What follows belongs to an exercise in optimizing a design on an open flow for small area and few clock cycles per item; a production flow would make more cautious choices.
Function was checked by simulation only, so behaviour that the tests miss may differ from the original.

job 3035:
// dsp_mac_pipe
module dsp_mac_pipe (
  input  logic               CLK,
  input  logic               RSTN,
  input  logic               IN_VALID,
  output logic               IN_READY,
  input  logic signed [17:0] A,
  input  logic signed [17:0] B,
  input  logic signed [17:0] D,
  input  logic signed [47:0] C,
  input  logic [3:0]         OPMODE,
  output logic               OUT_VALID,
  input  logic               OUT_READY,
  output logic signed [47:0] P,
  output logic               CARRYOUT,
  output logic               OVERFLOW
);
Size in the first run: ~140 flip-flops, roughly 160 I/O pins.
==> flow/config.mk <==
export PLATFORM = sky130hd
export DESIGN_NAME = dsp_mac_pipe
export DESIGN_NICKNAME = dsp_mac_pipe
export VERILOG_FILES = /design/flow/design.v
export SDC_FILE = /design/flow/constraint.sdc
export NUM_CORES = 4
export LEC_CHECK = 0
export CAP_MARGIN = 20
export CORE_MARGIN = 2
export CORE_UTILIZATION = 40
export SLEW_MARGIN = 20
export TNS_END_PERCENT = 0
==> flow/constraint.sdc <==
create_clock -name core_clock -period 7.0 [get_ports {CLK}]
set_input_delay 1.4000 -clock core_clock [delete_from_list [all_inputs] [get_ports {CLK}]]
set_output_delay 1.4000 -clock core_clock [all_outputs]
set_load 0.01 [all_outputs]
standard.sh (not shown) runs the stock make flow with config.mk's settings and CLKGATE_MAP_FILE= SYNTH_SCRIPT=/design/flow/synth_recipe.tcl, a recipe that flattens the netlist after the stock synthesis.
==> flow/flow/run.sh <==
#!/bin/bash
# The standard ORFS layout (the standard.sh), with these changes:
# - the port buffers that global placement inserts on every input and output
#   are sky130_fd_sc_hd__buf_1 instead of the tool's default pick; timing
#   repair still resizes any of them that need more drive;
# - Yosys's synth runs without its early "abc -fast" pass, so the full adders
#   that ORFS extracts keep the polarity the RTL writes them in (the final ABC
#   mapping and everything else are unchanged);
# - clock tree synthesis uses smaller clock buffers, larger sink clusters and
#   no dummy loads.
set -euo pipefail
bash standard.sh "BUFFER_PORTS_ARGS=-buffer_cell sky130_fd_sc_hd__buf_1" "SYNTH_ARGS=-noabc" \
  "CTS_ARGS=-sink_clustering_enable -repair_clock_nets -buf_list {sky130_fd_sc_hd__clkbuf_4 sky130_fd_sc_hd__clkbuf_8} -sink_clustering_size 30 -sink_clustering_max_diameter 100 -dont_use_dummy_load" \
  finish > standard.log 2>&1
Job 3035 ran to completion and came out clean on the timing, design-rule and antenna checks.
Testbench counts of job 3035, summed over its fixed seeds: cycles 32,062, items 32,046.
Input-level comparison between job 2324 and job 3035:
-- flow/flow/run.sh --
<<< job 3035, line 10
#   no dummy loads.
>>> job 2324, line 10
#   no dummy loads;
# - the platform's don't-use list, plus the buffers above 2x drive, so that
#   repair buffers with small cells.
<<< job 3035, line 12
>>> job 2324, line 14
DU="sky130_fd_sc_hd__probe_p_8 sky130_fd_sc_hd__probec_p_8 sky130_fd_sc_hd__lpflow_bleeder_1 sky130_fd_sc_hd__lpflow_clkbufkapwr_1 sky130_fd_sc_hd__lpflow_clkbufkapwr_16 sky130_fd_sc_hd__lpflow_clkbufkapwr_2 sky130_fd_sc_hd__lpflow_clkbufkapwr_4 sky130_fd_sc_hd__lpflow_clkbufkapwr_8 sky130_fd_sc_hd__lpflow_clkinvkapwr_1 sky130_fd_sc_hd__lpflow_clkinvkapwr_16 sky130_fd_sc_hd__lpflow_clkinvkapwr_2 sky130_fd_sc_hd__lpflow_clkinvkapwr_4 sky130_fd_sc_hd__lpflow_clkinvkapwr_8 sky130_fd_sc_hd__lpflow_decapkapwr_12 sky130_fd_sc_hd__lpflow_decapkapwr_3 sky130_fd_sc_hd__lpflow_decapkapwr_4 sky130_fd_sc_hd__lpflow_decapkapwr_6 sky130_fd_sc_hd__lpflow_decapkapwr_8 sky130_fd_sc_hd__lpflow_inputiso0n_1 sky130_fd_sc_hd__lpflow_inputiso0p_1 sky130_fd_sc_hd__lpflow_inputiso1n_1 sky130_fd_sc_hd__lpflow_inputiso1p_1 sky130_fd_sc_hd__lpflow_inputisolatch_1 sky130_fd_sc_hd__lpflow_isobufsrc_1 sky130_fd_sc_hd__lpflow_isobufsrc_16 sky130_fd_sc_hd__lpflow_isobufsrc_2 sky130_fd_sc_hd__lpflow_isobufsrc_4 sky130_fd_sc_hd__lpflow_isobufsrc_8 sky130_fd_sc_hd__lpflow_isobufsrckapwr_16 sky130_fd_sc_hd__lpflow_lsbuf_lh_hl_isowell_tap_1 sky130_fd_sc_hd__lpflow_lsbuf_lh_hl_isowell_tap_2 sky130_fd_sc_hd__lpflow_lsbuf_lh_hl_isowell_tap_4 sky130_fd_sc_hd__lpflow_lsbuf_lh_isowell_4 sky130_fd_sc_hd__lpflow_lsbuf_lh_isowell_tap_1 sky130_fd_sc_hd__lpflow_lsbuf_lh_isowell_tap_2 sky130_fd_sc_hd__lpflow_lsbuf_lh_isowell_tap_4 sky130_fd_sc_hd__buf_4 sky130_fd_sc_hd__buf_6 sky130_fd_sc_hd__buf_8 sky130_fd_sc_hd__buf_12 sky130_fd_sc_hd__buf_16"
<<< job 3035, line 14
  finish > standard.log 2>&1
>>> job 2324, line 17
  "DONT_USE_CELLS=$DU" finish > standard.log 2>&1
-- flow/config.mk --
<<< job 3035, line 12
export TNS_END_PERCENT = 0
>>> job 2324, line 12
==> comparison <==
Across both runs, minimum setup slack in the final design was higher for job 2324 than for job 3035. Relative to job 3035, the post-route standard cell area excluding fillers measured on job 2324 has increased by a few percent. Comparing worst setup slack for register-to-register paths for job 3035 and job 2324, the smaller number came from job 3035. The slowest stage cell on the critical path comes out fa_1 in one run and a2111oi_4 in the other, namely in job 3035 and job 2324 respectively. Shortest clock period the worst path allows after layout (job 2324 over job 3035): decrease, 19 ps. Re maximum number of pins on one net before global-route repair: job 2324 is about 15% up on job 3035. Job 2324 vs job 3035 — maximum fanout count along the critical path rose 14. | clock skew | job 2324 vs job 3035 | ≈ equal |.
The following lists how job 3551 was set up differently from job 2324:
==> flow/flow/run.sh <==
#!/bin/bash
# The standard ORFS layout (the standard.sh), with these changes:
# - the port buffers that global placement inserts on every input and output
#   are sky130_fd_sc_hd__buf_1 instead of the tool's default pick; timing
#   repair still resizes any of them that need more drive;
# - Yosys's synth runs without its early "abc -fast" pass, so the full adders
#   that ORFS extracts keep the polarity the RTL writes them in (the final ABC
#   mapping and everything else are unchanged);
# - clock tree synthesis uses smaller clock buffers, larger sink clusters and
#   no dummy loads.
set -euo pipefail
bash standard.sh "BUFFER_PORTS_ARGS=-buffer_cell sky130_fd_sc_hd__buf_1" "SYNTH_ARGS=-noabc" \
  "CTS_ARGS=-sink_clustering_enable -repair_clock_nets -buf_list {sky130_fd_sc_hd__clkbuf_4 sky130_fd_sc_hd__clkbuf_8} -sink_clustering_size 30 -sink_clustering_max_diameter 100 -dont_use_dummy_load" \
  finish > standard.log 2>&1
==> comparison <==
On weighted congestion reported at the end of routability-driven placement, the higher figure sits with job 3551, not job 2324. The part of the cycle the worst path needs on job 2324 is in line with that on job 3551. Job 3551 reports a lower slew of the pin with the lowest slew margin than job 2324 does. | routed wire length | job 2324 vs job 3551 | ≈ equal |. Job 3551: flow completed, timing, DRC and antenna clean. Job 3551: design area lower than job 2324.

## port drivers added, routing unchanged
No port has a modelled driver above. Below, the same layouts with a new extraction and two added sets of constraints. Step 1 (the two cells are an assumption about what drives the block):
set clk [get_ports {CLK}]
set_driving_cell -lib_cell sky130_fd_sc_hd__clkbuf_16 $clk
set_driving_cell -lib_cell sky130_fd_sc_hd__buf_2 [delete_from_list [all_inputs] $clk]
Step 2 adds t to the input delays and takes it off the output delays; t is the mean of the earliest and latest rising clock arrival at the registers after step 1. Input paths then give back, and output paths get back, about the clock's delay inside the block. a / b / c = ideal / step 1 / step 2; a / b = the first two.
| run | shift t [ns] | slack for setup (ns) | worst setup path at the end | clock arrival spread, ns | worst data-port slew with drivers (ns) |
|---|---|---|---|---|---|
| job 3035 | 0.559 | 0.216 / 0.216 / 0.216 | register to register | 0.034 / 0.035 | 0.05 |
| job 2324 | 0.572 | 0.235 / 0.235 / 0.235 | register to register | 0.036 / 0.036 | 0.05 |
| job 3551 | 0.564 | 0.231 / 0.231 / 0.231 | register to register | 0.034 / 0.035 | 0.05 |
After both steps setup and hold are still met in every run listed.
